Source: an optimization exercise on an open RTL-to-GDS flow (aim: small area and a short achievable clock period). Production flows keep margins and buffers that such runs may drop.
In this exercise RTL edits were held to simulation tests only and were not proved equivalent to the original.

## design.v

```verilog
package xgmii_rx_pkg;
    localparam logic [7:0]  XGMII_TERM  = 8'hFD;
    localparam logic [63:0] START_WORD  = 64'hD5555555555555FB;
    localparam logic [31:0] CRC_POLY_REFL = 32'hEDB88320;
    localparam logic [31:0] CRC_PRESET    = 32'hFFFFFFFF;
endpackage
module xgmii_ctrl_decode (
    input  logic [63:0] xgmii_d_i,
    input  logic [7:0]  xgmii_c_i,
    output logic        start_lane0_o,
    output logic        data_o,
    output logic [7:0]  term_at_o
);
    always_comb begin
        for (int l = 0; l < 8; l++) begin
            term_at_o[l] = (xgmii_c_i == 8'(8'hFF << l)) && (xgmii_d_i[8*l +: 8] == 8'hFD);
        end
    end
    assign data_o  = (xgmii_c_i == 8'h00);
    assign start_lane0_o = (xgmii_c_i == 8'h01) && (xgmii_d_i[7:0] == 8'hFB);
endmodule
module xgmii_rx_xor2 (
    input  logic a_i,
    input  logic b_i,
    output logic y_o
);
    assign y_o = a_i ^ b_i;
endmodule
module crc32_d64 (
    input  logic [31:0] crc_i,
    input  logic [63:0] data_i,
    output logic [31:0] crc_o
);
    logic [63:0] din;
    logic x64, x65, x66, x67, x68, x69, x70, x71, x72, x73, x74, x75, x76, x77, x78, x79, x80, x81, x82, x83, x84, x85, x86, x87, x88, x89, x90, x91, x92, x93, x94, x95, x96, x97, x98, x99, x100, x101, x102, x103, x104, x105, x106, x107, x108, x109, x110, x111, x112, x113, x114, x115, x116, x117, x118, x119, x120, x121, x122, x123, x124, x125, x126, x127, x128, x129, x130, x131, x132, x133, x134, x135, x136, x137, x138, x139, x140, x141, x142, x143, x144, x145, x146, x147, x148, x149, x150, x151, x152, x153, x154, x155, x156, x157, x158, x159, x160, x161, x162, x163, x164, x165, x166, x167, x168, x169, x170, x171, x172, x173, x174, x175, x176, x177, x178, x179, x180, x181, x182, x183, x184, x185, x186, x187, x188, x189, x190, x191, x192, x193, x194, x195, x196, x197, x198, x199, x200, x201, x202, x203, x204, x205, x206, x207, x208, x209, x210, x211, x212, x213, x214, x215, x216, x217, x218, x219, x220, x221, x1222, x1223, x1224, x1225, x1226, x1227, x1228, x1229, x1230, x1231, x1232, x1233, x1234, x1235, x1236, x1237, x1238, x1239, x1240, x1241, x1242, x1243, x1244, x1245, x1246, x1247, x1248, x1249, x1250, x1251, x1252, x1253, x1254, x1255, x1256, x1257, x1258, x1259, x1260, x1261, x1262, x1263, x1264, x1265, x1266, x1267, x1268, x1269, x1270, x1271, x1272, x1273, x1274, x1275, x1276, x1277, x1278, x1279, x1280, x1281, x1282, x1283, x1284, x1285, x1286, x1287, x1288, x1289, x1290, x1291, x1292, x1293, x1294, x1295, x1296, x1297, x1298, x1299, x1300, x1301, x1302, x1303, x1304, x1305, x1306, x1307, x1308, x1309, x1310, x1311, x1312, x1313, x1314, x1315, x1316, x1317, x1318, x1319, x1320, x1321, x1322, x1323, x1324, x1325, x1326, x1327, x1328, x1329, x1330, x1331, x1332, x1333, x1334, x1335, x1336, x1337, x1338, x1339, x1340, x1341, x1342, x1343, x1344, x1345, x1346, x1347, x1348, x1349, x1350, x1351, x1352, x1353, x1354, x1355, x1356, x1357, x1358, x1359, x1360, x1361, x1362, x1363, x1364, x1365, x1366, x1367, x1368, x1369, x1370, x1371, x1372, x1373, x1374, x1375, x1376, x1377, x1378, x1379, x1380, x1381, x1382, x1383, x1384, x1385, x1386, x1387, x1388, x1389, x1390, x1391, x1392, x1393, x1394, x1395, x1396, x1397, x1398, x1399, x1400, x1401, x1402, x1403, x1404, x1405, x1406, x1407, x1408, x1409, x1410, x1411, x1412, x1413, x1414, x1415, x1416, x1417, x1418, x1419, x1420, x1421, x1422, x1423, x1424, x1425, x1426, x1427, x1428, x1429, x1430, x1431, x1432, x1433, x1434, x1435, x1436, x1437, x1438, x1439, x1440, x1441, x1442, x1443, x1444, x1445;
    assign din[63:32] = data_i[63:32];
    for (genvar i = 0; i < 32; i++) begin : g_in
        xgmii_rx_xor2 u_x (.a_i(data_i[i]), .b_i(crc_i[i]), .y_o(din[i]));
    end
    xgmii_rx_xor2 u_0 (.a_i(din[3]), .b_i(din[13]), .y_o(x64));
    xgmii_rx_xor2 u_1 (.a_i(din[11]), .b_i(din[12]), .y_o(x65));
    xgmii_rx_xor2 u_2 (.a_i(din[4]), .b_i(din[39]), .y_o(x66));
    xgmii_rx_xor2 u_3 (.a_i(din[32]), .b_i(din[54]), .y_o(x67));
    xgmii_rx_xor2 u_4 (.a_i(din[6]), .b_i(din[16]), .y_o(x68));
    xgmii_rx_xor2 u_5 (.a_i(din[5]), .b_i(din[31]), .y_o(x69));
    xgmii_rx_xor2 u_6 (.a_i(din[7]), .b_i(din[36]), .y_o(x70));
    xgmii_rx_xor2 u_7 (.a_i(din[8]), .b_i(din[37]), .y_o(x71));
    xgmii_rx_xor2 u_8 (.a_i(din[19]), .b_i(din[34]), .y_o(x72));
    xgmii_rx_xor2 u_9 (.a_i(din[10]), .b_i(din[56]), .y_o(x73));
    xgmii_rx_xor2 u_10 (.a_i(din[9]), .b_i(din[60]), .y_o(x74));
    xgmii_rx_xor2 u_11 (.a_i(din[47]), .b_i(x64), .y_o(x75));
    xgmii_rx_xor2 u_12 (.a_i(din[30]), .b_i(din[55]), .y_o(x76));
    xgmii_rx_xor2 u_13 (.a_i(din[15]), .b_i(din[44]), .y_o(x77));
    xgmii_rx_xor2 u_14 (.a_i(din[1]), .b_i(din[14]), .y_o(x78));
    xgmii_rx_xor2 u_15 (.a_i(din[18]), .b_i(din[38]), .y_o(x79));
    xgmii_rx_xor2 u_16 (.a_i(din[35]), .b_i(din[53]), .y_o(x80));
    xgmii_rx_xor2 u_17 (.a_i(din[57]), .b_i(din[63]), .y_o(x81));
    xgmii_rx_xor2 u_18 (.a_i(din[21]), .b_i(x65), .y_o(x82));
    xgmii_rx_xor2 u_19 (.a_i(din[17]), .b_i(x66), .y_o(x83));
    xgmii_rx_xor2 u_20 (.a_i(din[50]), .b_i(din[62]), .y_o(x84));
    xgmii_rx_xor2 u_21 (.a_i(din[25]), .b_i(din[52]), .y_o(x85));
    xgmii_rx_xor2 u_22 (.a_i(din[2]), .b_i(din[59]), .y_o(x86));
    xgmii_rx_xor2 u_23 (.a_i(din[26]), .b_i(din[46]), .y_o(x87));
    xgmii_rx_xor2 u_24 (.a_i(din[45]), .b_i(din[61]), .y_o(x88));
    xgmii_rx_xor2 u_25 (.a_i(din[42]), .b_i(din[58]), .y_o(x89));
    xgmii_rx_xor2 u_26 (.a_i(din[23]), .b_i(din[43]), .y_o(x90));
    xgmii_rx_xor2 u_27 (.a_i(din[20]), .b_i(din[40]), .y_o(x91));
    xgmii_rx_xor2 u_28 (.a_i(din[27]), .b_i(x67), .y_o(x92));
    xgmii_rx_xor2 u_29 (.a_i(din[48]), .b_i(x76), .y_o(x93));
    xgmii_rx_xor2 u_30 (.a_i(din[41]), .b_i(x82), .y_o(x94));
    xgmii_rx_xor2 u_31 (.a_i(din[49]), .b_i(x69), .y_o(x95));
    xgmii_rx_xor2 u_32 (.a_i(din[33]), .b_i(din[51]), .y_o(x96));
    xgmii_rx_xor2 u_33 (.a_i(din[22]), .b_i(x68), .y_o(x97));
    xgmii_rx_xor2 u_34 (.a_i(din[0]), .b_i(x70), .y_o(x98));
    xgmii_rx_xor2 u_35 (.a_i(din[28]), .b_i(din[29]), .y_o(x99));
    xgmii_rx_xor2 u_36 (.a_i(din[24]), .b_i(x71), .y_o(x100));
    xgmii_rx_xor2 u_37 (.a_i(x73), .b_i(x95), .y_o(x101));
    xgmii_rx_xor2 u_38 (.a_i(x74), .b_i(x80), .y_o(x102));
    xgmii_rx_xor2 u_39 (.a_i(x81), .b_i(x84), .y_o(x103));
    xgmii_rx_xor2 u_40 (.a_i(din[13]), .b_i(x83), .y_o(x104));
    xgmii_rx_xor2 u_41 (.a_i(din[32]), .b_i(x77), .y_o(x105));
    xgmii_rx_xor2 u_42 (.a_i(din[11]), .b_i(x92), .y_o(x106));
    xgmii_rx_xor2 u_43 (.a_i(din[0]), .b_i(x72), .y_o(x107));
    xgmii_rx_xor2 u_44 (.a_i(din[12]), .b_i(x90), .y_o(x108));
    xgmii_rx_xor2 u_45 (.a_i(din[5]), .b_i(x97), .y_o(x109));
    xgmii_rx_xor2 u_46 (.a_i(din[39]), .b_i(x69), .y_o(x110));
    xgmii_rx_xor2 u_47 (.a_i(din[34]), .b_i(x75), .y_o(x111));
    xgmii_rx_xor2 u_48 (.a_i(x85), .b_i(x99), .y_o(x112));
    xgmii_rx_xor2 u_49 (.a_i(x87), .b_i(x88), .y_o(x113));
    xgmii_rx_xor2 u_50 (.a_i(din[51]), .b_i(x112), .y_o(x114));
    xgmii_rx_xor2 u_51 (.a_i(din[35]), .b_i(x78), .y_o(x115));
    xgmii_rx_xor2 u_52 (.a_i(din[21]), .b_i(x100), .y_o(x116));
    xgmii_rx_xor2 u_53 (.a_i(din[7]), .b_i(din[61]), .y_o(x117));
    xgmii_rx_xor2 u_54 (.a_i(x74), .b_i(x93), .y_o(x118));
    xgmii_rx_xor2 u_55 (.a_i(din[19]), .b_i(x66), .y_o(x119));
    xgmii_rx_xor2 u_56 (.a_i(din[62]), .b_i(x79), .y_o(x120));
    xgmii_rx_xor2 u_57 (.a_i(x89), .b_i(x96), .y_o(x121));
    xgmii_rx_xor2 u_58 (.a_i(x86), .b_i(x91), .y_o(x122));
    xgmii_rx_xor2 u_59 (.a_i(x71), .b_i(x107), .y_o(x123));
    xgmii_rx_xor2 u_60 (.a_i(din[56]), .b_i(x94), .y_o(x124));
    xgmii_rx_xor2 u_61 (.a_i(din[22]), .b_i(x65), .y_o(x125));
    xgmii_rx_xor2 u_62 (.a_i(din[25]), .b_i(din[43]), .y_o(x126));
    xgmii_rx_xor2 u_63 (.a_i(din[8]), .b_i(din[24]), .y_o(x127));
    xgmii_rx_xor2 u_64 (.a_i(din[29]), .b_i(din[40]), .y_o(x128));
    xgmii_rx_xor2 u_65 (.a_i(din[46]), .b_i(din[48]), .y_o(x129));
    xgmii_rx_xor2 u_66 (.a_i(din[14]), .b_i(din[57]), .y_o(x130));
    xgmii_rx_xor2 u_67 (.a_i(din[54]), .b_i(x75), .y_o(x131));
    xgmii_rx_xor2 u_68 (.a_i(din[20]), .b_i(din[57]), .y_o(x132));
    xgmii_rx_xor2 u_69 (.a_i(din[9]), .b_i(din[10]), .y_o(x133));
    xgmii_rx_xor2 u_70 (.a_i(din[58]), .b_i(x68), .y_o(x134));
    xgmii_rx_xor2 u_71 (.a_i(din[15]), .b_i(din[49]), .y_o(x135));
    xgmii_rx_xor2 u_72 (.a_i(din[28]), .b_i(din[55]), .y_o(x136));
    xgmii_rx_xor2 u_73 (.a_i(x78), .b_i(x116), .y_o(x137));
    xgmii_rx_xor2 u_74 (.a_i(din[42]), .b_i(x128), .y_o(x138));
    xgmii_rx_xor2 u_75 (.a_i(din[36]), .b_i(x106), .y_o(x139));
    xgmii_rx_xor2 u_76 (.a_i(din[17]), .b_i(din[63]), .y_o(x140));
    xgmii_rx_xor2 u_77 (.a_i(din[27]), .b_i(x125), .y_o(x141));
    xgmii_rx_xor2 u_78 (.a_i(din[3]), .b_i(x72), .y_o(x142));
    xgmii_rx_xor2 u_79 (.a_i(din[38]), .b_i(din[41]), .y_o(x143));
    xgmii_rx_xor2 u_80 (.a_i(din[4]), .b_i(din[44]), .y_o(x144));
    xgmii_rx_xor2 u_81 (.a_i(din[15]), .b_i(x80), .y_o(x145));
    xgmii_rx_xor2 u_82 (.a_i(din[34]), .b_i(x89), .y_o(x146));
    xgmii_rx_xor2 u_83 (.a_i(din[9]), .b_i(din[16]), .y_o(x147));
    xgmii_rx_xor2 u_84 (.a_i(din[30]), .b_i(din[35]), .y_o(x148));
    xgmii_rx_xor2 u_85 (.a_i(din[47]), .b_i(x71), .y_o(x149));
    xgmii_rx_xor2 u_86 (.a_i(x64), .b_i(x146), .y_o(x150));
    xgmii_rx_xor2 u_87 (.a_i(x94), .b_i(x102), .y_o(x151));
    xgmii_rx_xor2 u_88 (.a_i(x101), .b_i(x130), .y_o(x152));
    xgmii_rx_xor2 u_89 (.a_i(din[45]), .b_i(x70), .y_o(x153));
    xgmii_rx_xor2 u_90 (.a_i(x108), .b_i(x127), .y_o(x154));
    xgmii_rx_xor2 u_91 (.a_i(din[59]), .b_i(x140), .y_o(x155));
    xgmii_rx_xor2 u_92 (.a_i(x110), .b_i(x122), .y_o(x156));
    xgmii_rx_xor2 u_93 (.a_i(din[24]), .b_i(din[48]), .y_o(x157));
    xgmii_rx_xor2 u_94 (.a_i(din[37]), .b_i(x121), .y_o(x158));
    xgmii_rx_xor2 u_95 (.a_i(x73), .b_i(x98), .y_o(x159));
    xgmii_rx_xor2 u_96 (.a_i(din[25]), .b_i(x101), .y_o(x160));
    xgmii_rx_xor2 u_97 (.a_i(x92), .b_i(x103), .y_o(x161));
    xgmii_rx_xor2 u_98 (.a_i(din[33]), .b_i(x135), .y_o(x162));
    xgmii_rx_xor2 u_99 (.a_i(din[2]), .b_i(din[23]), .y_o(x163));
    xgmii_rx_xor2 u_100 (.a_i(x91), .b_i(x139), .y_o(x164));
    xgmii_rx_xor2 u_101 (.a_i(din[63]), .b_i(x109), .y_o(x165));
    xgmii_rx_xor2 u_102 (.a_i(din[2]), .b_i(x98), .y_o(x166));
    xgmii_rx_xor2 u_103 (.a_i(din[1]), .b_i(din[8]), .y_o(x167));
    xgmii_rx_xor2 u_104 (.a_i(x97), .b_i(x102), .y_o(x168));
    xgmii_rx_xor2 u_105 (.a_i(x79), .b_i(x123), .y_o(x169));
    xgmii_rx_xor2 u_106 (.a_i(din[35]), .b_i(x138), .y_o(x170));
    xgmii_rx_xor2 u_107 (.a_i(din[59]), .b_i(x85), .y_o(x171));
    xgmii_rx_xor2 u_108 (.a_i(din[34]), .b_i(din[37]), .y_o(x172));
    xgmii_rx_xor2 u_109 (.a_i(din[31]), .b_i(x87), .y_o(x173));
    xgmii_rx_xor2 u_110 (.a_i(din[55]), .b_i(x117), .y_o(x174));
    xgmii_rx_xor2 u_111 (.a_i(din[61]), .b_i(x104), .y_o(x175));
    xgmii_rx_xor2 u_112 (.a_i(x90), .b_i(x171), .y_o(x176));
    xgmii_rx_xor2 u_113 (.a_i(x142), .b_i(x164), .y_o(x177));
    xgmii_rx_xor2 u_114 (.a_i(din[6]), .b_i(x115), .y_o(x178));
    xgmii_rx_xor2 u_115 (.a_i(x67), .b_i(x133), .y_o(x179));
    xgmii_rx_xor2 u_116 (.a_i(x106), .b_i(x144), .y_o(x180));
    xgmii_rx_xor2 u_117 (.a_i(x84), .b_i(x88), .y_o(x181));
    xgmii_rx_xor2 u_118 (.a_i(din[1]), .b_i(din[60]), .y_o(x182));
    xgmii_rx_xor2 u_119 (.a_i(x120), .b_i(x150), .y_o(x183));
    xgmii_rx_xor2 u_120 (.a_i(din[7]), .b_i(x72), .y_o(x184));
    xgmii_rx_xor2 u_121 (.a_i(din[39]), .b_i(din[50]), .y_o(x185));
    xgmii_rx_xor2 u_122 (.a_i(din[10]), .b_i(din[58]), .y_o(x186));
    xgmii_rx_xor2 u_123 (.a_i(din[26]), .b_i(x157), .y_o(x187));
    xgmii_rx_xor2 u_124 (.a_i(din[6]), .b_i(din[18]), .y_o(x188));
    xgmii_rx_xor2 u_125 (.a_i(x78), .b_i(x153), .y_o(x189));
    xgmii_rx_xor2 u_126 (.a_i(din[14]), .b_i(x103), .y_o(x190));
    xgmii_rx_xor2 u_127 (.a_i(x108), .b_i(x143), .y_o(x191));
    xgmii_rx_xor2 u_128 (.a_i(x126), .b_i(x137), .y_o(x192));
    xgmii_rx_xor2 u_129 (.a_i(x155), .b_i(x173), .y_o(x193));
    xgmii_rx_xor2 u_130 (.a_i(din[22]), .b_i(x132), .y_o(x194));
    xgmii_rx_xor2 u_131 (.a_i(x94), .b_i(x172), .y_o(x195));
    xgmii_rx_xor2 u_132 (.a_i(din[28]), .b_i(x111), .y_o(x196));
    xgmii_rx_xor2 u_133 (.a_i(din[5]), .b_i(din[30]), .y_o(x197));
    xgmii_rx_xor2 u_134 (.a_i(din[2]), .b_i(din[26]), .y_o(x198));
    xgmii_rx_xor2 u_135 (.a_i(din[23]), .b_i(x180), .y_o(x199));
    xgmii_rx_xor2 u_136 (.a_i(din[42]), .b_i(x113), .y_o(x200));
    xgmii_rx_xor2 u_137 (.a_i(din[38]), .b_i(x134), .y_o(x201));
    xgmii_rx_xor2 u_138 (.a_i(x83), .b_i(x115), .y_o(x202));
    xgmii_rx_xor2 u_139 (.a_i(din[11]), .b_i(x119), .y_o(x203));
    xgmii_rx_xor2 u_140 (.a_i(x113), .b_i(x160), .y_o(x204));
    xgmii_rx_xor2 u_141 (.a_i(din[60]), .b_i(x105), .y_o(x205));
    xgmii_rx_xor2 u_142 (.a_i(din[50]), .b_i(x182), .y_o(x206));
    xgmii_rx_xor2 u_143 (.a_i(din[33]), .b_i(x136), .y_o(x207));
    xgmii_rx_xor2 u_144 (.a_i(x93), .b_i(x205), .y_o(x208));
    xgmii_rx_xor2 u_145 (.a_i(x124), .b_i(x174), .y_o(x209));
    xgmii_rx_xor2 u_146 (.a_i(din[41]), .b_i(x184), .y_o(x210));
    xgmii_rx_xor2 u_147 (.a_i(din[29]), .b_i(x110), .y_o(x211));
    xgmii_rx_xor2 u_148 (.a_i(x104), .b_i(x107), .y_o(x212));
    xgmii_rx_xor2 u_149 (.a_i(din[52]), .b_i(x77), .y_o(x213));
    xgmii_rx_xor2 u_150 (.a_i(x70), .b_i(x120), .y_o(x214));
    xgmii_rx_xor2 u_151 (.a_i(din[16]), .b_i(x114), .y_o(x215));
    xgmii_rx_xor2 u_152 (.a_i(x86), .b_i(x190), .y_o(x216));
    xgmii_rx_xor2 u_153 (.a_i(din[31]), .b_i(din[56]), .y_o(x217));
    xgmii_rx_xor2 u_154 (.a_i(x81), .b_i(x96), .y_o(x218));
    xgmii_rx_xor2 u_155 (.a_i(din[40]), .b_i(din[45]), .y_o(x219));
    xgmii_rx_xor2 u_156 (.a_i(din[43]), .b_i(x118), .y_o(x220));
    xgmii_rx_xor2 u_157 (.a_i(x149), .b_i(x165), .y_o(x221));
    xgmii_rx_xor2 u_158 (.a_i(din[33]), .b_i(din[52]), .y_o(x1222));
    xgmii_rx_xor2 u_159 (.a_i(x1222), .b_i(x133), .y_o(x1223));
    xgmii_rx_xor2 u_160 (.a_i(x1223), .b_i(x93), .y_o(x1224));
    xgmii_rx_xor2 u_161 (.a_i(x1224), .b_i(x201), .y_o(x1225));
    xgmii_rx_xor2 u_162 (.a_i(x202), .b_i(x1225), .y_o(x1226));
    xgmii_rx_xor2 u_163 (.a_i(x1226), .b_i(x177), .y_o(crc_o[0]));
    xgmii_rx_xor2 u_164 (.a_i(din[18]), .b_i(x122), .y_o(x1227));
    xgmii_rx_xor2 u_165 (.a_i(x145), .b_i(x207), .y_o(x1228));
    xgmii_rx_xor2 u_166 (.a_i(x83), .b_i(x98), .y_o(x1229));
    xgmii_rx_xor2 u_167 (.a_i(x101), .b_i(x1227), .y_o(x1230));
    xgmii_rx_xor2 u_168 (.a_i(x1228), .b_i(x1229), .y_o(x1231));
    xgmii_rx_xor2 u_169 (.a_i(x1230), .b_i(x1231), .y_o(x1232));
    xgmii_rx_xor2 u_170 (.a_i(x195), .b_i(x1232), .y_o(crc_o[1]));
    xgmii_rx_xor2 u_171 (.a_i(din[36]), .b_i(din[57]), .y_o(x1233));
    xgmii_rx_xor2 u_172 (.a_i(x1233), .b_i(x64), .y_o(x1234));
    xgmii_rx_xor2 u_173 (.a_i(x67), .b_i(x1234), .y_o(x1235));
    xgmii_rx_xor2 u_174 (.a_i(x206), .b_i(x109), .y_o(x1236));
    xgmii_rx_xor2 u_175 (.a_i(x1235), .b_i(x170), .y_o(x1237));
    xgmii_rx_xor2 u_176 (.a_i(x1236), .b_i(x1237), .y_o(x1238));
    xgmii_rx_xor2 u_177 (.a_i(x124), .b_i(x169), .y_o(x1239));
    xgmii_rx_xor2 u_178 (.a_i(x1238), .b_i(x1239), .y_o(crc_o[2]));
    xgmii_rx_xor2 u_179 (.a_i(din[19]), .b_i(din[9]), .y_o(x1240));
    xgmii_rx_xor2 u_180 (.a_i(x1240), .b_i(x76), .y_o(x1241));
    xgmii_rx_xor2 u_181 (.a_i(x1241), .b_i(x194), .y_o(x1242));
    xgmii_rx_xor2 u_182 (.a_i(x1242), .b_i(x158), .y_o(x1243));
    xgmii_rx_xor2 u_183 (.a_i(x166), .b_i(x178), .y_o(x1244));
    xgmii_rx_xor2 u_184 (.a_i(x191), .b_i(x1243), .y_o(x1245));
    xgmii_rx_xor2 u_185 (.a_i(x1244), .b_i(x175), .y_o(x1246));
    xgmii_rx_xor2 u_186 (.a_i(x1245), .b_i(x1246), .y_o(crc_o[3]));
    xgmii_rx_xor2 u_187 (.a_i(x90), .b_i(x213), .y_o(x1247));
    xgmii_rx_xor2 u_188 (.a_i(x1247), .b_i(x156), .y_o(x1248));
    xgmii_rx_xor2 u_189 (.a_i(x159), .b_i(x1248), .y_o(x1249));
    xgmii_rx_xor2 u_190 (.a_i(x137), .b_i(x183), .y_o(x1250));
    xgmii_rx_xor2 u_191 (.a_i(x1249), .b_i(x1250), .y_o(crc_o[4]));
    xgmii_rx_xor2 u_192 (.a_i(din[3]), .b_i(x143), .y_o(x1251));
    xgmii_rx_xor2 u_193 (.a_i(x219), .b_i(x81), .y_o(x1252));
    xgmii_rx_xor2 u_194 (.a_i(x86), .b_i(x105), .y_o(x1253));
    xgmii_rx_xor2 u_195 (.a_i(x1251), .b_i(x1252), .y_o(x1254));
    xgmii_rx_xor2 u_196 (.a_i(x1253), .b_i(x1254), .y_o(x1255));
    xgmii_rx_xor2 u_197 (.a_i(x168), .b_i(x203), .y_o(x1256));
    xgmii_rx_xor2 u_198 (.a_i(x1255), .b_i(x1256), .y_o(x1257));
    xgmii_rx_xor2 u_199 (.a_i(x1257), .b_i(x192), .y_o(crc_o[5]));
    xgmii_rx_xor2 u_200 (.a_i(din[5]), .b_i(x163), .y_o(x1258));
    xgmii_rx_xor2 u_201 (.a_i(x85), .b_i(x1258), .y_o(x1259));
    xgmii_rx_xor2 u_202 (.a_i(x1259), .b_i(x141), .y_o(x1260));
    xgmii_rx_xor2 u_203 (.a_i(x178), .b_i(x200), .y_o(x1261));
    xgmii_rx_xor2 u_204 (.a_i(x210), .b_i(x1260), .y_o(x1262));
    xgmii_rx_xor2 u_205 (.a_i(x1261), .b_i(x208), .y_o(x1263));
    xgmii_rx_xor2 u_206 (.a_i(x1262), .b_i(x1263), .y_o(crc_o[6]));
    xgmii_rx_xor2 u_207 (.a_i(din[20]), .b_i(din[27]), .y_o(x1264));
    xgmii_rx_xor2 u_208 (.a_i(din[28]), .b_i(din[62]), .y_o(x1265));
    xgmii_rx_xor2 u_209 (.a_i(x1264), .b_i(x1265), .y_o(x1266));
    xgmii_rx_xor2 u_210 (.a_i(x217), .b_i(x68), .y_o(x1267));
    xgmii_rx_xor2 u_211 (.a_i(x80), .b_i(x1266), .y_o(x1268));
    xgmii_rx_xor2 u_212 (.a_i(x1267), .b_i(x162), .y_o(x1269));
    xgmii_rx_xor2 u_213 (.a_i(x75), .b_i(x1268), .y_o(x1270));
    xgmii_rx_xor2 u_214 (.a_i(x1269), .b_i(x154), .y_o(x1271));
    xgmii_rx_xor2 u_215 (.a_i(x166), .b_i(x200), .y_o(x1272));
    xgmii_rx_xor2 u_216 (.a_i(x1270), .b_i(x1271), .y_o(x1273));
    xgmii_rx_xor2 u_217 (.a_i(x1272), .b_i(x1273), .y_o(crc_o[7]));
    xgmii_rx_xor2 u_218 (.a_i(din[17]), .b_i(x129), .y_o(x1274));
    xgmii_rx_xor2 u_219 (.a_i(x144), .b_i(x147), .y_o(x1275));
    xgmii_rx_xor2 u_220 (.a_i(x70), .b_i(x99), .y_o(x1276));
    xgmii_rx_xor2 u_221 (.a_i(x1274), .b_i(x1275), .y_o(x1277));
    xgmii_rx_xor2 u_222 (.a_i(x1276), .b_i(x111), .y_o(x1278));
    xgmii_rx_xor2 u_223 (.a_i(x1277), .b_i(x161), .y_o(x1279));
    xgmii_rx_xor2 u_224 (.a_i(x1278), .b_i(x1279), .y_o(x1280));
    xgmii_rx_xor2 u_225 (.a_i(x1280), .b_i(x192), .y_o(crc_o[8]));
    xgmii_rx_xor2 u_226 (.a_i(din[18]), .b_i(din[1]), .y_o(x1281));
    xgmii_rx_xor2 u_227 (.a_i(din[39]), .b_i(din[45]), .y_o(x1282));
    xgmii_rx_xor2 u_228 (.a_i(din[49]), .b_i(x1281), .y_o(x1283));
    xgmii_rx_xor2 u_229 (.a_i(x1282), .b_i(x198), .y_o(x1284));
    xgmii_rx_xor2 u_230 (.a_i(x77), .b_i(x1283), .y_o(x1285));
    xgmii_rx_xor2 u_231 (.a_i(x1284), .b_i(x114), .y_o(x1286));
    xgmii_rx_xor2 u_232 (.a_i(x1285), .b_i(x1286), .y_o(x1287));
    xgmii_rx_xor2 u_233 (.a_i(x1287), .b_i(x221), .y_o(x1288));
    xgmii_rx_xor2 u_234 (.a_i(x1288), .b_i(x177), .y_o(crc_o[9]));
    xgmii_rx_xor2 u_235 (.a_i(din[53]), .b_i(x163), .y_o(x1289));
    xgmii_rx_xor2 u_236 (.a_i(x185), .b_i(x186), .y_o(x1290));
    xgmii_rx_xor2 u_237 (.a_i(x67), .b_i(x87), .y_o(x1291));
    xgmii_rx_xor2 u_238 (.a_i(x99), .b_i(x1289), .y_o(x1292));
    xgmii_rx_xor2 u_239 (.a_i(x1290), .b_i(x1291), .y_o(x1293));
    xgmii_rx_xor2 u_240 (.a_i(x1292), .b_i(x1293), .y_o(x1294));
    xgmii_rx_xor2 u_241 (.a_i(x189), .b_i(x1294), .y_o(x1295));
    xgmii_rx_xor2 u_242 (.a_i(x195), .b_i(x1295), .y_o(crc_o[10]));
    xgmii_rx_xor2 u_243 (.a_i(din[15]), .b_i(din[38]), .y_o(x1296));
    xgmii_rx_xor2 u_244 (.a_i(din[46]), .b_i(x1296), .y_o(x1297));
    xgmii_rx_xor2 u_245 (.a_i(x76), .b_i(x86), .y_o(x1298));
    xgmii_rx_xor2 u_246 (.a_i(x96), .b_i(x100), .y_o(x1299));
    xgmii_rx_xor2 u_247 (.a_i(x1297), .b_i(x1298), .y_o(x1300));
    xgmii_rx_xor2 u_248 (.a_i(x1299), .b_i(x1300), .y_o(x1301));
    xgmii_rx_xor2 u_249 (.a_i(x131), .b_i(x141), .y_o(x1302));
    xgmii_rx_xor2 u_250 (.a_i(x170), .b_i(x1301), .y_o(x1303));
    xgmii_rx_xor2 u_251 (.a_i(x1302), .b_i(x1303), .y_o(crc_o[11]));
    xgmii_rx_xor2 u_252 (.a_i(din[14]), .b_i(din[16]), .y_o(x1304));
    xgmii_rx_xor2 u_253 (.a_i(din[36]), .b_i(x1304), .y_o(x1305));
    xgmii_rx_xor2 u_254 (.a_i(x217), .b_i(x66), .y_o(x1306));
    xgmii_rx_xor2 u_255 (.a_i(x85), .b_i(x1305), .y_o(x1307));
    xgmii_rx_xor2 u_256 (.a_i(x1306), .b_i(x118), .y_o(x1308));
    xgmii_rx_xor2 u_257 (.a_i(x1307), .b_i(x191), .y_o(x1309));
    xgmii_rx_xor2 u_258 (.a_i(x1308), .b_i(x1309), .y_o(x1310));
    xgmii_rx_xor2 u_259 (.a_i(x196), .b_i(x1310), .y_o(crc_o[12]));
    xgmii_rx_xor2 u_260 (.a_i(din[37]), .b_i(x80), .y_o(x1311));
    xgmii_rx_xor2 u_261 (.a_i(x105), .b_i(x1311), .y_o(x1312));
    xgmii_rx_xor2 u_262 (.a_i(x138), .b_i(x187), .y_o(x1313));
    xgmii_rx_xor2 u_263 (.a_i(x1312), .b_i(x1313), .y_o(x1314));
    xgmii_rx_xor2 u_264 (.a_i(x1314), .b_i(x152), .y_o(x1315));
    xgmii_rx_xor2 u_265 (.a_i(x175), .b_i(x1315), .y_o(crc_o[13]));
    xgmii_rx_xor2 u_266 (.a_i(din[41]), .b_i(x126), .y_o(x1316));
    xgmii_rx_xor2 u_267 (.a_i(x130), .b_i(x197), .y_o(x1317));
    xgmii_rx_xor2 u_268 (.a_i(x219), .b_i(x79), .y_o(x1318));
    xgmii_rx_xor2 u_269 (.a_i(x84), .b_i(x1316), .y_o(x1319));
    xgmii_rx_xor2 u_270 (.a_i(x1317), .b_i(x1318), .y_o(x1320));
    xgmii_rx_xor2 u_271 (.a_i(x134), .b_i(x162), .y_o(x1321));
    xgmii_rx_xor2 u_272 (.a_i(x1319), .b_i(x1320), .y_o(x1322));
    xgmii_rx_xor2 u_273 (.a_i(x1321), .b_i(x1322), .y_o(x1323));
    xgmii_rx_xor2 u_274 (.a_i(x139), .b_i(x1323), .y_o(crc_o[14]));
    xgmii_rx_xor2 u_275 (.a_i(din[12]), .b_i(x136), .y_o(x1324));
    xgmii_rx_xor2 u_276 (.a_i(x185), .b_i(x68), .y_o(x1325));
    xgmii_rx_xor2 u_277 (.a_i(x77), .b_i(x1324), .y_o(x1326));
    xgmii_rx_xor2 u_278 (.a_i(x1325), .b_i(x1326), .y_o(x1327));
    xgmii_rx_xor2 u_279 (.a_i(x158), .b_i(x193), .y_o(x1328));
    xgmii_rx_xor2 u_280 (.a_i(x210), .b_i(x1327), .y_o(x1329));
    xgmii_rx_xor2 u_281 (.a_i(x1328), .b_i(x1329), .y_o(crc_o[15]));
    xgmii_rx_xor2 u_282 (.a_i(din[29]), .b_i(din[59]), .y_o(x1330));
    xgmii_rx_xor2 u_283 (.a_i(din[8]), .b_i(x1330), .y_o(x1331));
    xgmii_rx_xor2 u_284 (.a_i(x188), .b_i(x73), .y_o(x1332));
    xgmii_rx_xor2 u_285 (.a_i(x121), .b_i(x1331), .y_o(x1333));
    xgmii_rx_xor2 u_286 (.a_i(x1332), .b_i(x131), .y_o(x1334));
    xgmii_rx_xor2 u_287 (.a_i(x1333), .b_i(x189), .y_o(x1335));
    xgmii_rx_xor2 u_288 (.a_i(x203), .b_i(x1334), .y_o(x1336));
    xgmii_rx_xor2 u_289 (.a_i(x1335), .b_i(x220), .y_o(x1337));
    xgmii_rx_xor2 u_290 (.a_i(x1336), .b_i(x1337), .y_o(crc_o[16]));
    xgmii_rx_xor2 u_291 (.a_i(din[46]), .b_i(din[4]), .y_o(x1338));
    xgmii_rx_xor2 u_292 (.a_i(x117), .b_i(x1338), .y_o(x1339));
    xgmii_rx_xor2 u_293 (.a_i(x65), .b_i(x122), .y_o(x1340));
    xgmii_rx_xor2 u_294 (.a_i(x1339), .b_i(x213), .y_o(x1341));
    xgmii_rx_xor2 u_295 (.a_i(x123), .b_i(x1340), .y_o(x1342));
    xgmii_rx_xor2 u_296 (.a_i(x1341), .b_i(x1342), .y_o(x1343));
    xgmii_rx_xor2 u_297 (.a_i(x152), .b_i(x220), .y_o(x1344));
    xgmii_rx_xor2 u_298 (.a_i(x1343), .b_i(x1344), .y_o(crc_o[17]));
    xgmii_rx_xor2 u_299 (.a_i(x132), .b_i(x167), .y_o(x1345));
    xgmii_rx_xor2 u_300 (.a_i(x105), .b_i(x1345), .y_o(x1346));
    xgmii_rx_xor2 u_301 (.a_i(x181), .b_i(x75), .y_o(x1347));
    xgmii_rx_xor2 u_302 (.a_i(x101), .b_i(x1346), .y_o(x1348));
    xgmii_rx_xor2 u_303 (.a_i(x1347), .b_i(x201), .y_o(x1349));
    xgmii_rx_xor2 u_304 (.a_i(x1348), .b_i(x1349), .y_o(x1350));
    xgmii_rx_xor2 u_305 (.a_i(x151), .b_i(x1350), .y_o(crc_o[18]));
    xgmii_rx_xor2 u_306 (.a_i(x129), .b_i(x88), .y_o(x1351));
    xgmii_rx_xor2 u_307 (.a_i(x121), .b_i(x1351), .y_o(x1352));
    xgmii_rx_xor2 u_308 (.a_i(x179), .b_i(x82), .y_o(x1353));
    xgmii_rx_xor2 u_309 (.a_i(x97), .b_i(x98), .y_o(x1354));
    xgmii_rx_xor2 u_310 (.a_i(x104), .b_i(x1352), .y_o(x1355));
    xgmii_rx_xor2 u_311 (.a_i(x1353), .b_i(x1354), .y_o(x1356));
    xgmii_rx_xor2 u_312 (.a_i(x1355), .b_i(x1356), .y_o(x1357));
    xgmii_rx_xor2 u_313 (.a_i(x216), .b_i(x1357), .y_o(crc_o[19]));
    xgmii_rx_xor2 u_314 (.a_i(din[13]), .b_i(din[20]), .y_o(x1358));
    xgmii_rx_xor2 u_315 (.a_i(din[51]), .b_i(din[59]), .y_o(x1359));
    xgmii_rx_xor2 u_316 (.a_i(x129), .b_i(x135), .y_o(x1360));
    xgmii_rx_xor2 u_317 (.a_i(x1358), .b_i(x1359), .y_o(x1361));
    xgmii_rx_xor2 u_318 (.a_i(x148), .b_i(x74), .y_o(x1362));
    xgmii_rx_xor2 u_319 (.a_i(x108), .b_i(x119), .y_o(x1363));
    xgmii_rx_xor2 u_320 (.a_i(x1360), .b_i(x1361), .y_o(x1364));
    xgmii_rx_xor2 u_321 (.a_i(x1362), .b_i(x92), .y_o(x1365));
    xgmii_rx_xor2 u_322 (.a_i(x1363), .b_i(x1364), .y_o(x1366));
    xgmii_rx_xor2 u_323 (.a_i(x1365), .b_i(x214), .y_o(x1367));
    xgmii_rx_xor2 u_324 (.a_i(x1366), .b_i(x1367), .y_o(x1368));
    xgmii_rx_xor2 u_325 (.a_i(x1368), .b_i(x221), .y_o(crc_o[20]));
    xgmii_rx_xor2 u_326 (.a_i(din[0]), .b_i(din[58]), .y_o(x1369));
    xgmii_rx_xor2 u_327 (.a_i(din[63]), .b_i(x117), .y_o(x1370));
    xgmii_rx_xor2 u_328 (.a_i(x1369), .b_i(x148), .y_o(x1371));
    xgmii_rx_xor2 u_329 (.a_i(x1370), .b_i(x1371), .y_o(x1372));
    xgmii_rx_xor2 u_330 (.a_i(x206), .b_i(x95), .y_o(x1373));
    xgmii_rx_xor2 u_331 (.a_i(x116), .b_i(x1372), .y_o(x1374));
    xgmii_rx_xor2 u_332 (.a_i(x1373), .b_i(x1374), .y_o(x1375));
    xgmii_rx_xor2 u_333 (.a_i(x196), .b_i(x1375), .y_o(x1376));
    xgmii_rx_xor2 u_334 (.a_i(x199), .b_i(x1376), .y_o(crc_o[21]));
    xgmii_rx_xor2 u_335 (.a_i(din[17]), .b_i(din[30]), .y_o(x1377));
    xgmii_rx_xor2 u_336 (.a_i(din[54]), .b_i(x127), .y_o(x1378));
    xgmii_rx_xor2 u_337 (.a_i(x1377), .b_i(x186), .y_o(x1379));
    xgmii_rx_xor2 u_338 (.a_i(x1378), .b_i(x1379), .y_o(x1380));
    xgmii_rx_xor2 u_339 (.a_i(x142), .b_i(x181), .y_o(x1381));
    xgmii_rx_xor2 u_340 (.a_i(x1380), .b_i(x1381), .y_o(x1382));
    xgmii_rx_xor2 u_341 (.a_i(x141), .b_i(x156), .y_o(x1383));
    xgmii_rx_xor2 u_342 (.a_i(x1382), .b_i(x1383), .y_o(x1384));
    xgmii_rx_xor2 u_343 (.a_i(x215), .b_i(x1384), .y_o(crc_o[22]));
    xgmii_rx_xor2 u_344 (.a_i(din[0]), .b_i(din[23]), .y_o(x1385));
    xgmii_rx_xor2 u_345 (.a_i(din[32]), .b_i(din[4]), .y_o(x1386));
    xgmii_rx_xor2 u_346 (.a_i(din[62]), .b_i(x1385), .y_o(x1387));
    xgmii_rx_xor2 u_347 (.a_i(x1386), .b_i(x188), .y_o(x1388));
    xgmii_rx_xor2 u_348 (.a_i(x64), .b_i(x76), .y_o(x1389));
    xgmii_rx_xor2 u_349 (.a_i(x91), .b_i(x1387), .y_o(x1390));
    xgmii_rx_xor2 u_350 (.a_i(x1388), .b_i(x1389), .y_o(x1391));
    xgmii_rx_xor2 u_351 (.a_i(x114), .b_i(x1390), .y_o(x1392));
    xgmii_rx_xor2 u_352 (.a_i(x1391), .b_i(x193), .y_o(x1393));
    xgmii_rx_xor2 u_353 (.a_i(x1392), .b_i(x1393), .y_o(x1394));
    xgmii_rx_xor2 u_354 (.a_i(x151), .b_i(x1394), .y_o(crc_o[23]));
    xgmii_rx_xor2 u_355 (.a_i(x140), .b_i(x79), .y_o(x1395));
    xgmii_rx_xor2 u_356 (.a_i(x89), .b_i(x91), .y_o(x1396));
    xgmii_rx_xor2 u_357 (.a_i(x1395), .b_i(x1396), .y_o(x1397));
    xgmii_rx_xor2 u_358 (.a_i(x187), .b_i(x111), .y_o(x1398));
    xgmii_rx_xor2 u_359 (.a_i(x1397), .b_i(x168), .y_o(x1399));
    xgmii_rx_xor2 u_360 (.a_i(x211), .b_i(x1398), .y_o(x1400));
    xgmii_rx_xor2 u_361 (.a_i(x1399), .b_i(x1400), .y_o(x1401));
    xgmii_rx_xor2 u_362 (.a_i(x209), .b_i(x1401), .y_o(crc_o[24]));
    xgmii_rx_xor2 u_363 (.a_i(din[33]), .b_i(din[49]), .y_o(x1402));
    xgmii_rx_xor2 u_364 (.a_i(x1402), .b_i(x147), .y_o(x1403));
    xgmii_rx_xor2 u_365 (.a_i(x167), .b_i(x1403), .y_o(x1404));
    xgmii_rx_xor2 u_366 (.a_i(x194), .b_i(x1404), .y_o(x1405));
    xgmii_rx_xor2 u_367 (.a_i(x176), .b_i(x1405), .y_o(x1406));
    xgmii_rx_xor2 u_368 (.a_i(x183), .b_i(x1406), .y_o(x1407));
    xgmii_rx_xor2 u_369 (.a_i(x209), .b_i(x1407), .y_o(crc_o[25]));
    xgmii_rx_xor2 u_370 (.a_i(din[21]), .b_i(din[22]), .y_o(x1408));
    xgmii_rx_xor2 u_371 (.a_i(din[26]), .b_i(din[44]), .y_o(x1409));
    xgmii_rx_xor2 u_372 (.a_i(x1408), .b_i(x1409), .y_o(x1410));
    xgmii_rx_xor2 u_373 (.a_i(x73), .b_i(x89), .y_o(x1411));
    xgmii_rx_xor2 u_374 (.a_i(x102), .b_i(x1410), .y_o(x1412));
    xgmii_rx_xor2 u_375 (.a_i(x1411), .b_i(x1412), .y_o(x1413));
    xgmii_rx_xor2 u_376 (.a_i(x154), .b_i(x1413), .y_o(x1414));
    xgmii_rx_xor2 u_377 (.a_i(x212), .b_i(x216), .y_o(x1415));
    xgmii_rx_xor2 u_378 (.a_i(x1414), .b_i(x1415), .y_o(crc_o[26]));
    xgmii_rx_xor2 u_379 (.a_i(din[24]), .b_i(x79), .y_o(x1416));
    xgmii_rx_xor2 u_380 (.a_i(x88), .b_i(x1416), .y_o(x1417));
    xgmii_rx_xor2 u_381 (.a_i(x218), .b_i(x109), .y_o(x1418));
    xgmii_rx_xor2 u_382 (.a_i(x1417), .b_i(x176), .y_o(x1419));
    xgmii_rx_xor2 u_383 (.a_i(x1418), .b_i(x1419), .y_o(x1420));
    xgmii_rx_xor2 u_384 (.a_i(x208), .b_i(x212), .y_o(x1421));
    xgmii_rx_xor2 u_385 (.a_i(x1420), .b_i(x1421), .y_o(crc_o[27]));
    xgmii_rx_xor2 u_386 (.a_i(din[24]), .b_i(din[3]), .y_o(x1422));
    xgmii_rx_xor2 u_387 (.a_i(din[53]), .b_i(x1422), .y_o(x1423));
    xgmii_rx_xor2 u_388 (.a_i(x1423), .b_i(x118), .y_o(x1424));
    xgmii_rx_xor2 u_389 (.a_i(x214), .b_i(x1424), .y_o(x1425));
    xgmii_rx_xor2 u_390 (.a_i(x1425), .b_i(x199), .y_o(x1426));
    xgmii_rx_xor2 u_391 (.a_i(x204), .b_i(x1426), .y_o(crc_o[28]));
    xgmii_rx_xor2 u_392 (.a_i(din[47]), .b_i(din[6]), .y_o(x1427));
    xgmii_rx_xor2 u_393 (.a_i(x1427), .b_i(x65), .y_o(x1428));
    xgmii_rx_xor2 u_394 (.a_i(x100), .b_i(x119), .y_o(x1429));
    xgmii_rx_xor2 u_395 (.a_i(x1428), .b_i(x207), .y_o(x1430));
    xgmii_rx_xor2 u_396 (.a_i(x1429), .b_i(x1430), .y_o(x1431));
    xgmii_rx_xor2 u_397 (.a_i(x161), .b_i(x1431), .y_o(x1432));
    xgmii_rx_xor2 u_398 (.a_i(x1432), .b_i(x204), .y_o(crc_o[29]));
    xgmii_rx_xor2 u_399 (.a_i(din[12]), .b_i(din[19]), .y_o(x1433));
    xgmii_rx_xor2 u_400 (.a_i(x1433), .b_i(x197), .y_o(x1434));
    xgmii_rx_xor2 u_401 (.a_i(x87), .b_i(x103), .y_o(x1435));
    xgmii_rx_xor2 u_402 (.a_i(x1434), .b_i(x131), .y_o(x1436));
    xgmii_rx_xor2 u_403 (.a_i(x1435), .b_i(x159), .y_o(x1437));
    xgmii_rx_xor2 u_404 (.a_i(x202), .b_i(x1436), .y_o(x1438));
    xgmii_rx_xor2 u_405 (.a_i(x1437), .b_i(x215), .y_o(x1439));
    xgmii_rx_xor2 u_406 (.a_i(x1438), .b_i(x1439), .y_o(crc_o[30]));
    xgmii_rx_xor2 u_407 (.a_i(din[16]), .b_i(x198), .y_o(x1440));
    xgmii_rx_xor2 u_408 (.a_i(x1440), .b_i(x145), .y_o(x1441));
    xgmii_rx_xor2 u_409 (.a_i(x179), .b_i(x218), .y_o(x1442));
    xgmii_rx_xor2 u_410 (.a_i(x75), .b_i(x1441), .y_o(x1443));
    xgmii_rx_xor2 u_411 (.a_i(x1442), .b_i(x211), .y_o(x1444));
    xgmii_rx_xor2 u_412 (.a_i(x1443), .b_i(x1444), .y_o(x1445));
    xgmii_rx_xor2 u_413 (.a_i(x169), .b_i(x1445), .y_o(crc_o[31]));
endmodule
module xgmii_rx_beat (
    input  logic [63:40] xgmii_d_i,
    input  logic [7:0]   xgmii_c_i,
    input  logic         frame_i,
    input  logic         end_i,
    output logic         beat_o
);
    logic more;
    assign more = (xgmii_c_i == 8'h00)
               || ((xgmii_c_i == 8'hE0) && (xgmii_d_i[47:40] == 8'hFD))
               || ((xgmii_c_i == 8'hC0) && (xgmii_d_i[55:48] == 8'hFD))
               || ((xgmii_c_i == 8'h80) && (xgmii_d_i[63:56] == 8'hFD));
    assign beat_o = end_i || (frame_i && more);
endmodule
module xgmii2axis_rx (
    input  logic        clk,
    input  logic        inv_aresetn,
    input  logic [63:0] xgmii_d_i,
    input  logic [7:0]  xgmii_c_i,
    output logic [63:0] m_axis_tdata_o,
    output logic [7:0]  m_axis_tkeep_o,
    output logic        m_axis_tvalid_o,
    output logic        m_axis_tlast_o,
    output logic        m_axis_tuser_o,
    output logic [31:0] good_frames_o,
    output logic [31:0] bad_frames_o
);
    function automatic logic [31:0] residue_at(input logic [2:0] lane);
        case (lane)
            3'd0: residue_at = 32'h842A3990;
            3'd1: residue_at = 32'h94784E13;
            3'd2: residue_at = 32'h1C759789;
            3'd3: residue_at = 32'h19F6EB51;
            3'd4: residue_at = 32'h9ADD2096;
            3'd5: residue_at = 32'h62932081;
            3'd6: residue_at = 32'h4E3D5E5C;
            default: residue_at = 32'h39DD08E2;
        endcase
    endfunction
    function automatic logic [7:0] last_keep(input logic [2:0] lane);
        case (lane)
            3'd0: last_keep = 8'h0F;
            3'd1: last_keep = 8'h1F;
            3'd2: last_keep = 8'h3F;
            3'd3: last_keep = 8'h7F;
            3'd4: last_keep = 8'hFF;
            3'd5: last_keep = 8'h01;
            3'd6: last_keep = 8'h03;
            default: last_keep = 8'h07;
        endcase
    endfunction
    logic        x_start, x_data, x_beat;
    logic [7:0]  x_term_at;
    logic [63:0] held_q;
    logic        h_start0_q, h_data_q, h_start;
    logic [7:0]  h_term_at_q;
    logic        first_q, data_q;
    logic        h_frame, h_tail, h_end;
    logic [31:0] crc_q;
    logic [31:0] crc_next;
    logic        crc_ok;
    logic [7:0]  end_keep;
    logic        end_q;
    logic [7:0]  end_term_at_q;
    logic [63:0] tdata_q;
    logic [7:0]  tkeep_q;
    logic        tvalid_q, tlast_q, tuser_q;
    logic [31:0] good_q, bad_q;
    logic [63:0] ctrl_mask;
    always_comb begin
        for (int l = 0; l < 8; l++) ctrl_mask[8*l +: 8] = {8{xgmii_c_i[l]}};
    end
    assign h_start = h_start0_q && (held_q[63:8] == 56'hD5555555555555);
    assign h_frame = (first_q || data_q) && h_data_q;
    assign h_tail  = data_q && |h_term_at_q[7:5];
    assign h_end   = data_q && !h_data_q;
    xgmii_ctrl_decode u_decode (
        .xgmii_d_i   (xgmii_d_i),
        .xgmii_c_i   (xgmii_c_i),
        .start_lane0_o (x_start),
        .data_o      (x_data),
        .term_at_o   (x_term_at)
    );
    xgmii_rx_beat u_beat (
        .xgmii_d_i (xgmii_d_i[63:40]),
        .xgmii_c_i (xgmii_c_i),
        .frame_i   (h_frame),
        .end_i     (end_q),
        .beat_o    (x_beat)
    );
    crc32_d64 u_crc (
        .crc_i  (crc_q),
        .data_i (held_q),
        .crc_o  (crc_next)
    );
    always_comb begin
        logic [31:0] residue;
        residue  = '0;
        end_keep = 8'hFF;
        for (int l = 0; l < 8; l++) begin
            if (end_term_at_q[l]) begin
                residue  = residue | residue_at(3'(l));
                end_keep = last_keep(3'(l));
            end
        end
        crc_ok = (|end_term_at_q) && (crc_q == residue);
    end
    always_ff @(posedge clk) begin
        held_q        <= xgmii_d_i & ~ctrl_mask;
        h_term_at_q   <= x_term_at;
        crc_q         <= (h_start && !data_q) ? xgmii_rx_pkg::CRC_PRESET : crc_next;
        if (h_frame || h_tail) tdata_q <= held_q;
        end_term_at_q <= h_term_at_q;
        tkeep_q       <= end_q ? end_keep : 8'hFF;
        tlast_q       <= end_q;
        tuser_q       <= end_q && crc_ok;
        if (inv_aresetn) begin
            h_start0_q <= 1'b0;
            h_data_q  <= 1'b0;
            first_q   <= 1'b0;
            data_q    <= 1'b0;
            end_q     <= 1'b0;
            tvalid_q  <= 1'b0;
            good_q    <= '0;
            bad_q     <= '0;
        end else begin
            h_start0_q <= x_start;
            h_data_q  <= x_data;
            first_q   <= h_start && !data_q;
            data_q    <= h_frame;
            end_q     <= h_end;
            tvalid_q  <= x_beat;
            if (end_q) begin
                if (crc_ok) good_q <= good_q + 1'b1;
                else bad_q <= bad_q + 1'b1;
            end
        end
    end
    assign m_axis_tdata_o  = tdata_q;
    assign m_axis_tkeep_o  = tkeep_q;
    assign m_axis_tvalid_o = tvalid_q;
    assign m_axis_tlast_o  = tlast_q;
    assign m_axis_tuser_o  = tuser_q;
    assign good_frames_o   = good_q;
    assign bad_frames_o    = bad_q;
endmodule
```

## constraint.sdc

```tcl
create_clock -name core_clock -period 15.0 [get_ports {clk}]
set_input_delay 3.0000 -clock core_clock [delete_from_list [all_inputs] [get_ports {clk}]]
set_output_delay 3.0000 -clock core_clock [all_outputs]
set_load 0.01 [all_outputs]
```

## flow/run.sh

```bash
#!/bin/bash
# The standard layout, with plain buffers (not delay cells) on the ports, and timing repair
# aimed at a 4.08 ns period (setup margin 10.92 ns on the 15 ns clock)
set -euo pipefail
bash standard.sh "BUFFER_PORTS_ARGS=-buffer_cell sky130_fd_sc_hd__buf_1" SETUP_SLACK_MARGIN=10.92 finish > layout.log 2>&1
```

## config.mk

```make
export PLATFORM = sky130hd
export DESIGN_NAME = xgmii2axis_rx
export DESIGN_NICKNAME = xgmii2axis_rx
export VERILOG_FILES = /design/flow/design.v
export SDC_FILE = /design/flow/constraint.sdc
export NUM_CORES = 4
export LEC_CHECK = 0
export CAP_MARGIN = 20
export CORE_MARGIN = 2
export CORE_UTILIZATION = 40
export CTS_CLUSTER_DIAMETER = 90
export CTS_CLUSTER_SIZE = 24
export SLEW_MARGIN = 20
export SYNTH_HIERARCHICAL = 1
```

## standard.sh

```bash
#!/bin/bash
# synth_recipe.tcl (not shown) runs the flow's synth.tcl, then flattens the netlist and writes it again
# the make line also repeats each setting of config.mk as NAME=value (left out here)
make -C /OpenROAD-flow-scripts/flow DESIGN_CONFIG=/design/flow/config.mk WORK_HOME=/design/flow/orfs CLKGATE_MAP_FILE= SYNTH_SCRIPT=/design/flow/synth_recipe.tcl "${@:-finish}"
```

==> results.toml, run 1 <==
[routing]
routedWlPerCell_um = 22.2
ant_nets = 0
viasPerCell = 5.24
vias = 10368
dr.pass1.iters = 4
drtIter0Drc = 870
routed_wl_um = 43900
drcViolationCount = 0

[worst_setup_path]
critPathTopFamily = "flip-flops"
cp_max_fo = 1
crit_path_end_kind = "output pin"
path_cells = "clkbuf_2"
critPathMaxStageDelay_ns = 0.42
critPathArrivalTime_ns = 1.07
worstPathRequired_ns = 12.00
cp_num_buf_inv = 1
crit_slowest_cell = "edfxtp_1"
worstSetupStartpointType = "flop"
crit_type = "flop to output pin"

[clock_tree]
postCtsHoldBufs = 0
clock_latency_ns = 0.51
clockBufferDepth = 3
cts_max_level = 1
clkSlewWorstSetupHoldPaths_ns = 0.10
cts_root_buf = "clkbuf_16"
cts_buffers = 15
clkSinkCount = 255
cts_tree = "built"

[timing]
rsz0062_at_grt = "true"
max_slew_margin = 0.302
fin_skew_ns = 0.0290
tightest_slew_ns = 1.04
hold_viol = 0
setup_viol = 0
holdWs_ns = 0.329
tns_ns = 0
max_freq_mhz = 246
fin_crit_sh = 0.272
final.min_clock_period_ns = 4.07
slew_viol_final = 0
layout_setup_ws_ns = 10.93

[yosys]
async_reset_ff_frac = 0
synth_edf_count = 64
synth_area_leaders = "xor2_1 31%, dfxtp_1 28%, edfxtp_1 14%"
ys_top_cells_by_count = "474 x xor2_1, 191 x dfxtp_1, 71 x nor2b_1"
yosysTopAreaCell = "xor2_1"
synth_seq_cells = 255
yosysWarnings = 8
synth_fp_nets = 1392
avgSynthCellArea_um2 = 10.2
yosysMostFrequentCell = "xor2_1"
syn_inst = 1316
synth_flop_cell = "dfxtp_1"
yosysTopAreaCellShare = 0.309
syn-cell-area_um2 = 13400
synthDistinctLibCells = 63
yosysSeqAreaShare = 0.428

[global_routing]
antenna_found_initial = 1
grt_max_degree = 71
grt_use_met3 = 0.0433
grt_pass1_wl_um = 64400
grt_busiest_layer = "met2"
grt_remaining_overflow = 0
use_met1 = 0.338
grt_util_met2 = 0.388
grtUsageTotal = 0.245
grt_pass1_vias = 9964

[run_status]
status = "finished clean"

[place]
place_ws_ns = 10.36
post-dp-hpwl_um = 34300
place_congestion = 0.987
portBuffers = 211

[finish]
syn2layout_area_growth_pct = 14.6
drive_above_1_share = 0.141
nets = 1595

[die]
dieHeight_um = 187
core_um2 = 33300
die_x_um = 187
io_pins = 213
row_count = 67
die_area_um2 = 35100
start_util = 0.404

[flow_run]
cap_viol_max_count = 0

[min_path]
hp-class = "flop to flop"
==> routing by layer <==
metal	wire (µm)	part of all wire	vias to the layer above
li1	-	-	4872
met1	19700	0.45	4984
met2	19700	0.45	422
met3	3120	0.071	90
met4	1470	0.033	0
met5	0	0	-
==> repair_timing <==
action / in CTS / in global routing
gates resized for setup: 76 / 72
endpoints found under the setup margin: 58 / 67
buffers inserted: 0 / 0
==> Yosys stat by module, one instance, submodules excluded, excerpt <==
module	times used	area, µm²	cells inside	flip-flops and latches
xgmii_rx_beat	1	131	17	0
xgmii_rx_xor2	446	8.76	1	0
xgmii2axis_rx	1	9100	810	255
xgmii_ctrl_decode	1	295	43	0
==> flip-flops by register name, summed over array words and instances, names as in the netlist <==
name / count
h_term_at_q: 8
held_q: 64
tkeep_q: 7
tvalid_q: 1
crc_q: 32
tuser_q: 1
first_q: 1
end_q: 1
bad_q: 32
tlast_q: 1
end_term_at_q: 8
h_data_q: 1
h_start0_q: 1
tdata_q: 64
good_q: 32
data_q: 1
==> kinds of logic (layout without fill, tap and decap cells) <==
| group | Yosys count | count (layout) | share of synthesized area |
|---|---|---|---|
| xor gates and xnor gates | 501 | 501 | 0.327 |
| and+or+nand+nor | 423 | 423 | 0.188 |
| DFF | 255 | 255 | 0.428 |
| AOI/OAI and AO/OA | 80 | 80 | 0.0387 |
| buffers and inverters | 53 | 265 | 0.0160 |
| adders and majority gates | 2 | 2 | 0.00186 |
| other | 1 | 3 | 0.000279 |
| muxes | 1 | 1 | 0.000838 |
==> cells in the final DEF, fill, tap and decap left out, types with 8 or more instances in the layout <==
master,netlist,routed
nand4_1,38,38
nand3_1,38,38
nor3_1,28,28
or2_2,35,36
a21oi_1,27,27
o31ai_1,8,8
nor4_1,17,16
buf_1,2,133
nor2b_1,71,71
xnor2_1,27,27
o21ai_0,17,17
dfxtp_4,0,10
or3_1,19,19
edfxtp_1,64,64
inv_1,15,15
clkbuf_2,0,38
or4_1,11,11
dfxtp_2,0,44
dfxtp_1,191,137
and2_1,8,8
clkbuf_16,0,15
buf_2,4,38
nor2_1,60,60
nor4bb_1,12,12
buf_4,1,12
xor2_1,474,474
nand2_1,29,28
and3_1,16,16
and4_1,8,8
==> worst register-to-register path: cells and delay by family, from the launching register on <==
kind / cells / cell delay, ns
xor+xnor: 7 / 3.32
flops: 1 / 0.47
simple gates: 1 / 0.19
==> cell type report <==
cell class | instances | area, µm²
Fill cell | 3265 | 17900
Multi-Input combinational cell | 1008 | 7480
Sequential cell | 255 | 5840
Timing Repair Buffer | 223 | 992
Tap cell | 448 | 561
Clock buffer | 22 | 402
Inverter | 16 | 60.1
Clock inverter | 4 | 55.1
Antenna cell | 2 | 5.00
==> path summary, 6_finish.rpt <==
kind,start,endpoint,slack [ns],cells after the start
setup reg to reg,crc_q[13],crc_q[21],10.98,8
setup / recovery,tdata_q[26],m_axis_tdata_o[26],10.93,1
hold reg to reg,h_term_at_q[1],end_term_at_q[1],0.33,0
hold / removal,h_term_at_q[1],end_term_at_q[1],0.33,0
==> per-stage QoR <==
step	cells	instance area (µm²)	util
2_1_floorplan	1316	13400	-
3_3_place_gp	1950	14700	0.443
3_5_place_dp	1950	14700	0.443
4_1_cts	1976	15300	0.459
5_1_grt	1976	15400	0.462
6_report	1978	15400	0.462
==> run 2, diff against run 1 <==
==> flow/run.sh (replaced) <==
#!/bin/bash
# The standard layout, with plain buffers (not delay cells) on the ports, and timing repair
# aimed at a 4.2 ns period (setup margin 10.8 ns on the 15 ns clock)
set -euo pipefail
bash standard.sh "BUFFER_PORTS_ARGS=-buffer_cell sky130_fd_sc_hd__buf_1" SETUP_SLACK_MARGIN=10.8 finish > layout.log 2>&1
==> run 2 against run 1 <==
Compared with the run above: still clean; die area stayed put; routed wire length increased by 1.2%; sequential share of layout area is 0.11 points lower; non-clock buffer count increased by 1; critical path type unchanged; critical endpoint is now good_frames_o[3].
==> results.toml, run 2 <==
[yosys]
async_reset_ff_frac = 0
synth_edf_count = 64
avgSynthCellArea_um2 = 10.2
yosysTopAreaCellShare = 0.309
synth_area_leaders = "xor2_1 31%, dfxtp_1 28%, edfxtp_1 14%"
synth_fp_nets = 1392
synth_flop_cell = "dfxtp_1"
yosysSeqAreaShare = 0.428
synth_seq_cells = 255
syn-cell-area_um2 = 13400
ys_top_cells_by_count = "474 x xor2_1, 191 x dfxtp_1, 71 x nor2b_1"
synthDistinctLibCells = 63
yosysTopAreaCell = "xor2_1"
yosysWarnings = 8
syn_inst = 1316
yosysMostFrequentCell = "xor2_1"

[min_path]
hp-class = "flop to flop"

[routing]
vias = 10256
route.met3.wl_um = 3130
drtIter0Drc = 718
dr.max_layer_used = "met4"
dr.pass1.iters = 7
drcViolationCount = 0
routed_wl_um = 44500
viasPerCell = 5.19
wl_met2_um = 19900
routedWlPerCell_um = 22.5
wl_met1_um = 20100
ant_nets = 0

[worst_setup_path]
r2r-end = "crc_q[24]"
worstPathRequired_ns = 12.00
crit_type = "flop to output pin"
critPathArrivalTime_ns = 1.13
critPathMaxStageDelay_ns = 0.44
r2r-start = "crc_q[3]"
cp_num_buf_inv = 1
crit_path_end_kind = "output pin"
critPathTopFamily = "flip-flops"
cp_max_fo = 6
path_cells = "buf_1"
endpoint = "good_frames_o[3]"
reg2reg_depth = 9
crit_slowest_cell = "dfxtp_1"
worstSetupStartpointType = "flop"
path_depth = 1
crit_start = "good_q[3]"
rrSetupSlack_ns = 11.05

[timing]
tightest_slew_ns = 0.999
setup_viol = 0
fin_crit_sh = 0.276
final.min_clock_period_ns = 4.13
tns_ns = 0
slew_viol_final = 0
max_freq_mhz = 242
max_slew_margin = 0.332
fin_skew_ns = 0.0258
hold_viol = 0
rsz0062_at_grt = "false"
layout_setup_ws_ns = 10.87

[clock_tree]
clkSinkCount = 255
clock_latency_ns = 0.51
cts_max_level = 1
clockBufferDepth = 3
cts_setup_buffers = 0
cts_buffers = 15
cts_root_buf = "clkbuf_16"
ctsResizeCount = 0
clkSlewWorstSetupHoldPaths_ns = 0.10
postCtsHoldBufs = 0
cts_tree = "built"

[die]
core_um2 = 33300
die_x_um = 187
die_area_um2 = 35100
io_pins = 213
row_count = 67
dieHeight_um = 187
start_util = 0.404

[finish]
drive_above_1_share = 0.0569
nets = 1596
final_cell_mix = "474 x xor2_1, 210 x buf_1, 188 x dfxtp_1, 71 x nor2b_1, 64 x edfxtp_1"
mostFrequentLayoutCell = "xor2_1"
syn2layout_area_growth_pct = 13.2
top_regs = "held_q (64), tdata_q (64)"

[run_status]
status = "finished clean"

[global_routing]
antenna_found_initial = 0
grt_max_degree = 71
grt_pass1_vias = 10060
grtUsageTotal = 0.248
grt_remaining_overflow = 0
grt_pass1_wl_um = 65100

[place]
post-dp-hpwl_um = 34800
place_congestion = 0.976
place_ws_ns = 10.36
portBuffers = 211

[flow_run]
cap_viol_max_count = 0
[run 2: cell counts after synthesis]
Identical to the previous run, type by type.
[run 2: Yosys stat by module, one instance, submodules excluded, a selection]
module             flip-flops and latches  cells inside  area, µm²  times used
xgmii2axis_rx                         255           810       9100           1
xgmii_ctrl_decode                       0            43        295           1
xgmii_rx_beat                           0            17        131           1
xgmii_rx_xor2                           0             1       8.76         446
[run 2: per-stage QoR]
stage / hold slack, ns / util / instance area [µm²] / instances
final: 0.335 / 0.457 / 15200 / 1978
after CTS: 0.338 / 0.457 / 15200 / 1977
after floorplan: 0.310 / - / 13400 / 1316
after detailed placement: 0.314 / 0.443 / 14700 / 1951
after global routing: 0.340 / 0.457 / 15200 / 1977
after global placement: 0.314 / 0.443 / 14700 / 1951
[run 2: layout make-up]
class / instances / area [µm²]
fillers: 3306 / 18100
repair buffers: 224 / 891
inverters: 16 / 60.1
clock buffers: 23 / 415
diodes: 1 / 2.50
well taps: 448 / 561
flip-flops and latches: 255 / 5750
clock inverters: 3 / 45.0
multi-input cells: 1008 / 7480
[run 2: kinds of logic after synthesis]
family          count (synthesis)  share of synthesized area
fa+ha+maj                       2                    0.00186
compound gates                 80                     0.0387
xor+xnor                      501                      0.327
mux                             1                   0.000838
simple gates                  423                      0.188
buf+inv                        53                     0.0160
flops                         255                      0.428
other cells                     1                   0.000279
[run 2: how the worst min path moves through the flow]
stage	startpoint	end	slack [ns]	depth (start not counted)
after floorplan	h_term_at_q[0]	end_term_at_q[0]	0.31	0
after global placement	h_term_at_q[1]	end_term_at_q[1]	0.31	0
after detailed placement	h_term_at_q[1]	end_term_at_q[1]	0.31	0
after CTS	h_term_at_q[1]	end_term_at_q[1]	0.34	0
after global routing	h_term_at_q[1]	end_term_at_q[1]	0.34	0
final	h_term_at_q[1]	end_term_at_q[1]	0.34	0
[run 2: metal layers]
layer,GRT usage,vias up
met2,0.390,365
met3,0.0520,74
met5,0,-
li1,-,4877
met1,0.342,4940
met4,0.0739,0

==> separate check: timing with driven ports <==
In the flow no input, the clock included, has a driving cell. The finished layouts below were timed again as built, in two steps.
Step 1 sets driving cells, clkbuf_16 on the clock port and buf_2 on the other inputs (assumed; they add their load-dependent delay and slew).
Step 2 times the ports against the registers' clock, not the clock port: input delays grow and output delays shrink by t, the midpoint of the rising clock arrivals with the driver on.
a / b / c = no drivers / after step 1 / after step 2; a / b = the first two.
run | t, ns | slack for setup (ns) | clock arrival spread, ns | pins driven straight from the clock port
run 1 | 0.548 | 10.927 / 10.877 / 10.490 | 0.029 / 0.029 | 1
run 2 | 0.551 | 10.866 / 10.814 / 10.401 | 0.030 / 0.031 | 1
After both steps every run listed still meets setup and hold. The setup slack of run 2, which loses most, moves by -0.052 ns with the drivers and by -0.465 ns with both steps.
